Background: an optimization exercise with open tools, aiming at small area. Do not read the settings as production practice.
The RTL was checked by simulation tests, not by an equivalence proof against the original design.
Power is estimated from default activity; no workload was simulated. The clock port is modelled as an ideal driver; clocking choices that lean on that would not hold on a real chip.

Design lcd_frame_refresh, start of the top module:
module lcd_frame_refresh #(
    parameter int unsigned ROWS        = 4,
    parameter int unsigned COLS        = 20,
    parameter int unsigned POWERUP_CYC = 40_000,
    parameter int unsigned SETUP_CYC   = 4,
    parameter int unsigned E_HIGH_CYC  = 25,
    parameter int unsigned CMD_CYC     = 200,
    parameter int unsigned LONG_CYC    = 4_000,
    localparam int unsigned NCHR       = ROWS * COLS,
    localparam int unsigned AW         = $clog2(NCHR + 1)
) (
    input  logic          clk,
    input  logic          rst,
    input  logic          wr_en,
    input  logic [AW-1:0] wr_addr,
    input  logic [7:0]    wr_data,
    output logic          lcd_rs,
    output logic          lcd_rw,
    output logic          lcd_e,
    output logic [7:0]    lcd_data,
    output logic          init_done,
    output logic          frame_done
);
Size in the first run: about 1,800 cells after synthesis.
export LEC_CHECK = 0
export CAP_MARGIN = 0
export CORE_MARGIN = 2
export CORE_UTILIZATION = 65
export CTS_BUF_LIST = sky130_fd_sc_hd__clkbuf_16
export CTS_CLUSTER_DIAMETER = 80
export CTS_CLUSTER_SIZE = 30
export PLACE_DENSITY = 0.75
export SLEW_MARGIN = 0
export SYNTH_HIERARCHICAL = 1
export SYNTH_MINIMUM_KEEP_SIZE = 0
create_clock -name core_clock -period 10.0 [get_ports {clk}]
standard.sh (not shown) runs the stock make flow with config.mk's settings and CLKGATE_MAP_FILE= SYNTH_SCRIPT=/design/flow/synth_recipe.tcl, a recipe that flattens the netlist after the stock synthesis.
==> flow/flow/run.sh <==
#!/bin/bash
# Own layout flow: the standard ORFS flow (standard.sh, unchanged synthesis), with
# smaller port buffers and clock tree synthesis without dummy loads. The make output goes
# to standard.log; ORFS writes each step's full log under orfs/logs/.
set -euo pipefail
cd "$(dirname "$0")/.."
export BUFFER_PORTS_ARGS="-buffer_cell sky130_fd_sc_hd__buf_1"
export CTS_ARGS="-sink_clustering_enable -repair_clock_nets -sink_clustering_size 30 -sink_clustering_max_diameter 80 -buf_list sky130_fd_sc_hd__clkbuf_16 -dont_use_dummy_load"
bash standard.sh > standard.log 2>&1
Next try:
==> flow/run.sh (new file) <==
#!/bin/bash
# synth_recipe.tcl (not shown) runs the flow's synth.tcl, then flattens the netlist and writes it again
# the make line also repeats each setting of config.mk as NAME=value (left out here)
make -C /OpenROAD-flow-scripts/flow DESIGN_CONFIG=/design/flow/config.mk WORK_HOME=/design/flow/orfs CLKGATE_MAP_FILE= SYNTH_SCRIPT=/design/flow/synth_recipe.tcl finish
--- a/flow/config.mk
+++ b/flow/config.mk
@@ -8 +8 @@
-export CAP_MARGIN = 0
+export CAP_MARGIN = 20
@@ -15 +15 @@
-export SLEW_MARGIN = 0
+export SLEW_MARGIN = 20
removed: flow/flow/run.sh
removed: flow/standard.sh
=> Total power increases by 0.85%. Via count increases by 0.59%. Critical path depth is unchanged. Wire length barely changes.
Next try:
==> flow/flow/run.sh (new file) <==
#!/bin/bash
# Own layout flow: the standard ORFS flow (standard.sh, unchanged synthesis), with
# smaller port buffers and clock tree synthesis without dummy loads. The make output goes
# to standard.log; ORFS writes each step's full log under orfs/logs/.
set -euo pipefail
cd "$(dirname "$0")/.."
export BUFFER_PORTS_ARGS="-buffer_cell sky130_fd_sc_hd__buf_1"
export CTS_ARGS="-sink_clustering_enable -repair_clock_nets -sink_clustering_size 18 -sink_clustering_max_diameter 60 -buf_list sky130_fd_sc_hd__clkbuf_8 -dont_use_dummy_load"

bash standard.sh > standard.log 2>&1
==> flow/standard.sh (new file) <==
#!/bin/bash
# synth_recipe.tcl (not shown) runs the flow's synth.tcl, then flattens the netlist and writes it again
# the make line also repeats each setting of config.mk as NAME=value (left out here)
make -C /OpenROAD-flow-scripts/flow DESIGN_CONFIG=/design/flow/config.mk WORK_HOME=/design/flow/orfs CLKGATE_MAP_FILE= SYNTH_SCRIPT=/design/flow/synth_recipe.tcl "${@:-finish}"
--- a/flow/config.mk
+++ b/flow/config.mk
@@ -8 +8 @@
-export CAP_MARGIN = 20
+export CAP_MARGIN = 0
@@ -15 +15 @@
-export SLEW_MARGIN = 20
+export SLEW_MARGIN = 0
removed: flow/run.sh
Design area went down by 1.4%.
Sequential power is about the same.
Routed wire length is about the same.
Setup slack is better by 0.47 ns.
Hold slack is worse by 0.013 ns.
Total power went down by 2.0%.
Next try:
==> flow/run.sh (new file) <==
#!/bin/bash
# synth_recipe.tcl (not shown) runs the flow's synth.tcl, then flattens the netlist and writes it again
# the make line also repeats each setting of config.mk as NAME=value (left out here)
make -C /OpenROAD-flow-scripts/flow DESIGN_CONFIG=/design/flow/config.mk WORK_HOME=/design/flow/orfs CLKGATE_MAP_FILE= SYNTH_SCRIPT=/design/flow/synth_recipe.tcl finish
--- a/flow/config.mk
+++ b/flow/config.mk
@@ -8 +8 @@
-export CAP_MARGIN = 0
+export CAP_MARGIN = 20
@@ -11,3 +11,3 @@
-export CTS_BUF_LIST = sky130_fd_sc_hd__clkbuf_16
-export CTS_CLUSTER_DIAMETER = 80
-export CTS_CLUSTER_SIZE = 30
+export CTS_BUF_LIST = sky130_fd_sc_hd__clkbuf_8
+export CTS_CLUSTER_DIAMETER = 60
+export CTS_CLUSTER_SIZE = 18
@@ -15 +15 @@
-export SLEW_MARGIN = 0
+export SLEW_MARGIN = 20
removed: flow/flow/run.sh
removed: flow/standard.sh
Effect:
- hold slack improved by 0.0055 ns
- utilization went up by 0.90 points
- cell area goes up by 1.3%
- flip-flop and latch count is unchanged
- die area does not change
- global-route usage came out lower by 0.12 points
- clock power grows by about 4%
- first-iteration DRC count is lower by 11%
- sequential share of layout area drops by 0.79 points
Next try:
==> flow/flow/run.sh (new file) <==
#!/bin/bash
# Own layout flow: the standard ORFS flow (standard.sh, unchanged synthesis), with
# smaller port buffers and clock tree synthesis without dummy loads. The make output goes
# to standard.log; ORFS writes each step's full log under orfs/logs/.
set -euo pipefail
cd "$(dirname "$0")/.."
export BUFFER_PORTS_ARGS="-buffer_cell sky130_fd_sc_hd__buf_1"
export CTS_ARGS="-sink_clustering_enable -repair_clock_nets -sink_clustering_size 18 -sink_clustering_max_diameter 60 -buf_list sky130_fd_sc_hd__clkbuf_8 -dont_use_dummy_load"

bash standard.sh > standard.log 2>&1
==> flow/standard.sh (new file) <==
#!/bin/bash
# synth_recipe.tcl (not shown) runs the flow's synth.tcl, then flattens the netlist and writes it again
# the make line also repeats each setting of config.mk as NAME=value (left out here)
make -C /OpenROAD-flow-scripts/flow DESIGN_CONFIG=/design/flow/config.mk WORK_HOME=/design/flow/orfs CLKGATE_MAP_FILE= SYNTH_SCRIPT=/design/flow/synth_recipe.tcl "${@:-finish}"
--- a/flow/config.mk
+++ b/flow/config.mk
@@ -8 +8 @@
-export CAP_MARGIN = 20
+export CAP_MARGIN = 0
@@ -10,6 +10,6 @@
-export CORE_UTILIZATION = 65
-export CTS_BUF_LIST = sky130_fd_sc_hd__clkbuf_8
-export CTS_CLUSTER_DIAMETER = 60
-export CTS_CLUSTER_SIZE = 18
-export PLACE_DENSITY = 0.75
-export SLEW_MARGIN = 20
+export CORE_UTILIZATION = 80
+export CTS_BUF_LIST = sky130_fd_sc_hd__clkbuf_16
+export CTS_CLUSTER_DIAMETER = 80
+export CTS_CLUSTER_SIZE = 30
+export PLACE_DENSITY = 0.88
+export SLEW_MARGIN = 0
removed: flow/run.sh
The new run completed without violations.
Total power drops by 0.90%.
Sequential share of layout area is higher by 1.3 points.
Setup slack improves by 0.090 ns.
Next try:
--- a/flow/flow/run.sh
+++ b/flow/flow/run.sh
@@ -9 +9 @@
-
+export RECOVER_POWER=100
--- a/flow/config.mk
+++ b/flow/config.mk
@@ -10 +10 @@
-export CORE_UTILIZATION = 80
+export CORE_UTILIZATION = 65
@@ -14 +14 @@
-export PLACE_DENSITY = 0.88
+export PLACE_DENSITY = 0.75
Effect: The changed run completed and failed the layout checks on max-capacitance violations, max-slew violations. Critical path depth went up by 1. Register-to-register slack gains 0.22 ns. Die area went up by 22%. Sequential share of layout area went down by 0.28 points. Global-route usage went down by 8.0 points. Synthesized area is unchanged. Power barely changes.

* * *

== JK ==
Starting RTL as in the previous note.
export LEC_CHECK = 0
export CAP_MARGIN = 0
export CORE_MARGIN = 2
export CORE_UTILIZATION = 65
export CTS_BUF_LIST = sky130_fd_sc_hd__clkbuf_16
export CTS_CLUSTER_DIAMETER = 80
export CTS_CLUSTER_SIZE = 30
export PLACE_DENSITY = 0.75
export SLEW_MARGIN = 0
export SYNTH_HIERARCHICAL = 1
export SYNTH_MINIMUM_KEEP_SIZE = 0
create_clock -name core_clock -period 10.0 [get_ports {clk}]
==> flow/flow/run.sh <==
#!/bin/bash
# Own layout flow: the standard ORFS flow (standard.sh, unchanged synthesis), with
# smaller port buffers and clock tree synthesis without dummy loads. The make output goes
# to standard.log; ORFS writes each step's full log under orfs/logs/.
set -euo pipefail
cd "$(dirname "$0")/.."
export BUFFER_PORTS_ARGS="-buffer_cell sky130_fd_sc_hd__buf_1"
export CTS_ARGS="-sink_clustering_enable -repair_clock_nets -sink_clustering_size 20 -sink_clustering_max_diameter 60 -buf_list sky130_fd_sc_hd__clkbuf_8 -dont_use_dummy_load"
bash standard.sh > standard.log 2>&1
Edits applied to the flow inputs when going from JK to MS:
-- flow/flow/run.sh --
<<< JK, line 8
export CTS_ARGS="-sink_clustering_enable -repair_clock_nets -sink_clustering_size 20 -sink_clustering_max_diameter 60 -buf_list sky130_fd_sc_hd__clkbuf_8 -dont_use_dummy_load"
>>> MS, line 8
export CTS_ARGS="-sink_clustering_enable -repair_clock_nets -sink_clustering_size 34 -sink_clustering_max_diameter 60 -buf_list sky130_fd_sc_hd__clkbuf_16 -dont_use_dummy_load"
The required time of the critical path in MS was lower than what JK gave.
The number of register bits inferred by synthesis was comparable across MS and JK.
MS gives more area overhead of the layout relative to synthesis than JK did.
Diff JK -> MS: non-filler instance count after layout barely changed, routed via count divided by cell count climbed 0.042, arithmetic-cell share of the synthesized area counting full adders, half adders and majority gates barely changed.
From MS to JK, number of rows in the core area did not move at all.
--- input diff MS..AL ---
Settings: an added GPL_TIMING_DRIVEN of 0; a change of CORE_UTILIZATION from 65 to 80; a change of PLACE_DENSITY from 0.75 to 0.88; an added GPL_ROUTABILITY_DRIVEN of 0.
-- flow/flow/run.sh --
<<< MS, line 8
export CTS_ARGS="-sink_clustering_enable -repair_clock_nets -sink_clustering_size 34 -sink_clustering_max_diameter 60 -buf_list sky130_fd_sc_hd__clkbuf_16 -dont_use_dummy_load"
>>> AL, line 8
export CTS_ARGS="-sink_clustering_enable -repair_clock_nets -sink_clustering_size 18 -sink_clustering_max_diameter 60 -buf_list sky130_fd_sc_hd__clkbuf_8 -dont_use_dummy_load"

==> run notes <==
- To summarise AL: no stage aborted, but the layout did not pass its checks, failing on max-capacitance violations, max-slew violations.
- Die area, AL vs MS: down by more than 10%
- Of MS and AL, MS shows the lower first-pass GRT wire length, with AL above it.
- MS and AL ended up with roughly the same design area.
- AL vs. MS: final instance count without filler cells went down by 45; critical path depth fell 1; power went down about 4%.
- Compared to MS, AL has portion of the clock cycle consumed by the worst path in the final layout 8.2 points higher.
- AL — overall routed net length about 1.5% higher, MS as reference
- Diff MS and AL: clock-buffer cell count lower in MS
- AL reports its top routing layer in use as met4 while MS reports met5.
Changes in TR relative to AL:
Settings: a change of CORE_UTILIZATION from 80 to 65; a deleted GPL_ROUTABILITY_DRIVEN that had been 0; a change of PLACE_DENSITY from 0.88 to 0.75; a deleted GPL_TIMING_DRIVEN that had been 0.
==> flow/run.sh (new file) <==
#!/bin/bash
# synth_recipe.tcl (not shown) runs the flow's synth.tcl, then flattens the netlist and writes it again
# the make line also repeats each setting of config.mk as NAME=value (left out here)
make -C /OpenROAD-flow-scripts/flow DESIGN_CONFIG=/design/flow/config.mk WORK_HOME=/design/flow/orfs CLKGATE_MAP_FILE= SYNTH_SCRIPT=/design/flow/synth_recipe.tcl finish
removed: flow/flow/run.sh
removed: flow/standard.sh
Notes after the runs:
Of TR and AL, just one finished clean: TR.
No crash in AL: every stage finished, but the layout fails its final checks due to max-capacitance violations, max-slew violations.
Sort TR and AL by reg2reg setup slack asc -> top: AL
In TR the worst ir drop on vdd turned out 0.000046 V lower than in AL.
Lower number of cells traversed by the worst register-to-register path was reported by TR, not AL.

-- port drivers added, routing unchanged --
The results above use ideal ports. As a check the final layouts listed here were re-extracted and re-timed, cells and wires unchanged.
Step 1, drivers: a clkbuf_16 drives clk and a buf_2 each remaining input, both assumed.
Step 2 also shifts input and output timing later by t, the mid clock arrival at the registers, as if the neighbouring blocks saw the same clock.
Slacks: ideal ports / drivers / drivers and shift; pairs: ideal ports / drivers.
| run | t, ns | setup WS [ns] | worst hold slack (ns) | latest minus earliest clock arrival (ns) | slew at the worst register clock pin (ns) |
|---|---|---|---|---|---|
| the first run of note 1 | 0.623 | 5.483 / 5.509 / 4.886 | 0.394 / 0.394 / 0.394 | 0.045 / 0.045 | 0.11 / 0.11 |
| the second run of note 1 | 0.639 | 5.055 / 5.086 / 4.447 | 0.409 / 0.409 / 0.409 | 0.024 / 0.024 | 0.12 / 0.12 |
| the third run of note 1 | 0.637 | 5.526 / 5.551 / 4.915 | 0.396 / 0.396 / 0.396 | 0.045 / 0.045 | 0.11 / 0.11 |
| the fourth run of note 1 | 0.654 | 5.084 / 5.111 / 4.457 | 0.402 / 0.402 / 0.402 | 0.038 / 0.038 | 0.11 / 0.11 |
| the fifth run of note 1 | 0.628 | 5.175 / 5.196 / 4.568 | 0.373 / 0.373 / 0.373 | 0.088 / 0.088 | 0.12 / 0.12 |
| the sixth run of note 1 | 0.639 | 2.773 / 2.795 / 2.156 | 0.396 / 0.396 / 0.396 | 0.042 / 0.042 | 0.11 / 0.11 |
| JK | 0.627 | 5.488 / 5.511 / 4.884 | 0.380 / 0.380 / 0.380 | 0.053 / 0.053 | 0.12 / 0.12 |
| MS | 0.589 | 5.423 / 5.451 / 4.862 | 0.353 / 0.353 / 0.353 | 0.064 / 0.064 | 0.11 / 0.11 |
| AL | 0.627 | 4.599 / 4.621 / 3.995 | 0.388 / 0.388 / 0.388 | 0.057 / 0.057 | 0.11 / 0.11 |
| TR | 0.635 | 4.968 / 4.997 / 4.361 | 0.409 / 0.409 / 0.409 | 0.022 / 0.021 | 0.12 / 0.12 |
For the fourth run of note 1, which loses most, drivers alone change the setup slack by +0.027 ns; drivers and shift together by -0.627 ns.
